Source: an optimization exercise on an open RTL-to-GDS flow (aim: small area, a short achievable clock period and few clock cycles per item). Production flows keep margins and buffers that such runs may drop. The RTL was checked by simulation tests, not by an equivalence proof against the original design. Power and IR drop assume default switching activity.

run Z:
==> flow/design.v (excerpt) <==
module sha1_byte_stream_hasher (
    input  logic        aclk,
    input  logic        aresetn,
    input  logic        s_tvalid,
    output logic        s_tready,
    input  logic [7:0]  s_tdata,    
    input  logic        s_tuser,    
    output logic        m_tvalid,
    input  logic        m_tready,
    output logic [39:0] m_tdata,    
    output logic        m_tlast     
);
export LEC_CHECK = 0
export ABC_AREA = 1
export CAP_MARGIN = 20
export CORE_MARGIN = 2
export CORE_UTILIZATION = 40
export PLACE_DENSITY = 0.6
export SETUP_SLACK_MARGIN = 3.9
export SLEW_MARGIN = 20
create_clock -name core_clock -period 7.0 [get_ports {aclk}]
run.sh (not shown) runs the stock make flow with config.mk's settings and CLKGATE_MAP_FILE= SYNTH_SCRIPT=/design/flow/synth_recipe.tcl, a recipe that flattens the netlist after the stock synthesis.
Per the final summary, run Z finished and its layout is clean on timing, DRC and antenna.
Testbench counts of run Z, summed over its fixed seeds: cycles 77,205, bytes 53,936.
### run Z -> run E
--- a/flow/design.v
+++ b/flow/design.v
@@ -94,25 +94,27 @@
         if (start && blk_first) begin
             c_n = H_INIT[2*32 +: 32];
             d_n = H_INIT[3*32 +: 32];
         end else if (start) begin
             c_n = h_q[2];
             d_n = h_q[3];
         end else begin
             c_n = {b_q[1:0], b_q[31:2]};
             d_n = c_q;
         end
     end
     assign rol5a = {a_q[26:0], a_q[31:27]};
-    assign t     = rol5a + f + p_q;
+    assign cs_s  = rol5a ^ f ^ p_q;
+    assign cs_c  = (rol5a & f) | (p_q & (rol5a | f));
+    assign t     = cs_s + {cs_c[30:0], 1'b0};
     always_comb begin
         h_op_n = 32'h0;
         if (real_q) begin
             case (r_next)
                 7'd76:   h_op_n = first_q ? H_INIT[4*32 +: 32] : h_q[4];
                 7'd77:   h_op_n = first_q ? H_INIT[3*32 +: 32] : h_q[3];
                 7'd78:   h_op_n = first_q ? H_INIT[2*32 +: 32] : h_q[2];
                 7'd79:   h_op_n = first_q ? H_INIT[1*32 +: 32] : h_q[1];
                 default: h_op_n = 32'h0;
             endcase
         end
     end
- Against run Z as the reference, run E delivers a higher pre-CTS setup slack.
- Against run Z as the reference, run E delivers a lower synthesized cell count.
- Between run Z and run E, part of the cycle the worst path needs is lower for run Z, run E comes in above that.
- Delay of the slowest cell on the worst path delta for run E relative to run Z: 0.13 ns lower
- Run E vs. run Z: vertical die dimension went down by 0.44%.
Testbench counts of run E, summed over its fixed seeds: cycles 77,205, bytes 53,936.

* * *

lane 1:
Starting RTL as in the previous note.
// sha1_byte_stream_hasher
module sha1_byte_stream_hasher (
    input  logic        aclk,
    input  logic        aresetn,
    input  logic        s_tvalid,
    output logic        s_tready,
    input  logic [7:0]  s_tdata,    
    input  logic        s_tuser,    
    output logic        m_tvalid,
    input  logic        m_tready,
    output logic [39:0] m_tdata,    
    output logic        m_tlast     
);
clock: 7.0 ns
lec_check: 0
abc_area: 1
cap_margin: 20
core_margin: 2
core_utilization: 40
cts_cluster_diameter: 100
cts_cluster_size: 24
place_density: 0.6
setup_slack_margin: 3.9
slew_margin: 20
Testbench counts of lane 1, summed over its fixed seeds: cycles 77,205, bytes 53,936.
Input changes introduced in lane 2 (baseline for comparison: lane 1):
diff --git a/flow/design.v b/flow/design.v
--- a/flow/design.v
+++ b/flow/design.v
@@ -98,40 +98,40 @@
             c_n = h_q[2];
             d_n = h_q[3];
         end else begin
             c_n = {b_q[1:0], b_q[31:2]};
             d_n = c_q;
         end
     end
     assign rol5a = {a_q[26:0], a_q[31:27]};
     assign t     = rol5a + f + p_q;
     always_comb begin
         h_op_n = 32'h0;
-        if (real_q) begin
+        if (real_q || pk_q) begin
             case (r_next)
                 7'd76:   h_op_n = first_q ? H_INIT[4*32 +: 32] : h_q[4];
                 7'd77:   h_op_n = first_q ? H_INIT[3*32 +: 32] : h_q[3];
                 7'd78:   h_op_n = first_q ? H_INIT[2*32 +: 32] : h_q[2];
                 7'd79:   h_op_n = first_q ? H_INIT[1*32 +: 32] : h_q[1];
                 default: h_op_n = 32'h0;
             endcase
         end
     end
     assign h_op  = h_op_q;
     assign h_x   = upk_q ? w_q[511:480] : is79_q ? a_q : {a_q[1:0], a_q[31:2]};
     assign h_sum = h_op + h_x;
     assign hwr   = (real_q && !pk_q && hi_q) || upk_q;
     assign h_d   = h_sum;
     always_comb begin
         if (!r_q[6])              w_in = w_new;
-        else if (pk_q && real_q)  w_in = h_sum;
+        else if (pk_q && real_q)  w_in = h_x;
         else if (pk0_q)           w_in = a_q;
         else if (pk_q)            w_in = w_q[511:480];
         else                      w_in = blk_top;
     end
     always_comb begin
         case (kg_q)
             2'd0:    k_n = K_0;
             2'd1:    k_n = K_1;
             2'd2:    k_n = K_2;
             default: k_n = K_3;
         endcase
@@ -159,23 +159,23 @@
         d_q  <= d_n;
         fx_q <= fx_n;
         fy_q <= fy_n;
         if (hwr) begin
             case ({r_q[6] && !hi_q, r_q[1:0]})
                 3'b000:  h_q[4] <= h_d;
                 3'b001:  h_q[3] <= h_d;
                 3'b010:  h_q[2] <= h_d;
                 3'b011:  h_q[1] <= h_d;
                 default: ;
             endcase
-            if (upk_q && is64_q) h_q[0] <= h_sum;
+            if (upk_q && is64_q) h_q[0] <= w_q[511:480];
         end
         if (h0w_q) h_q[0] <= tl_q;
     end
     always_ff @(posedge aclk) begin
         if (!aresetn) begin
             r_q     <= 7'd64;
             is64_q  <= 1'b1;
             is75_q  <= 1'b0;
             is76_q  <= 1'b0;
             is77_q  <= 1'b0;
             is78_q  <= 1'b0;
Notes after the runs:
- Synthesized cell count, lane 2 and lane 1: higher on lane 1
- Cell area after layout delta (lane 2 − lane 1): favourable
- As far as area growth from synthesis to layout is concerned, lane 2 and lane 1 perform about the same.
- In the flow results for lane 2 and lane 1, the floorplan core area is smaller on lane 2.
- Compared with lane 1, routed length on met2 in lane 2 decreased by a few percent.
- Any difference in reported combinational group power between lane 1 and lane 2 is small enough to ignore.
- Looking at post-synthesis xor/xnor area fraction across lane 2 and lane 1, the one that comes out higher is lane 2.
- Sort lane 2 and lane 1 by area of the mapped netlist, ascending, and lane 2 comes first.
- From lane 1 to lane 2 the numbers moved as follows: number of non-clock buffers has decreased, combinational share of power has increased, area of the die has decreased.
- Compared to lane 1, the router laid down less metal wire for lane 2.
Testbench counts of lane 2, summed over its fixed seeds: cycles 77,205, bytes 53,936.

re-timing with driven ports:
The flow's constraints put no driver on any port. The routed layouts listed below were extracted and timed again, unchanged, in two steps. Step 1 assumes that a clkbuf_16 drives the clock port and a buf_2 every other input. Step 2 also shifts input and output timing later by t, the mid clock arrival at the registers, as if the neighbouring blocks saw the same clock. Three values: no drivers, after step 1, after step 2; two values: the first two.
| run | t (ns) | slack for setup (ns) | worst setup path after step 2 | clock arrival spread, ns |
|---|---|---|---|---|
| run Z | 0.865 | 3.844 / 3.844 / 3.236 | input to register | 0.076 / 0.077 |
| run E | 0.875 | 3.740 / 3.740 / 3.156 | input to register | 0.064 / 0.065 |
| lane 1 | 0.800 | 3.813 / 3.813 / 3.144 | input to register | 0.079 / 0.079 |
| lane 2 | 0.808 | 3.808 / 3.808 / 3.215 | input to register | 0.042 / 0.043 |
After both steps setup and hold are still met in every run listed. For lane 1, which loses most, drivers alone change the setup slack by 0.000 ns; drivers and shift together by -0.669 ns.
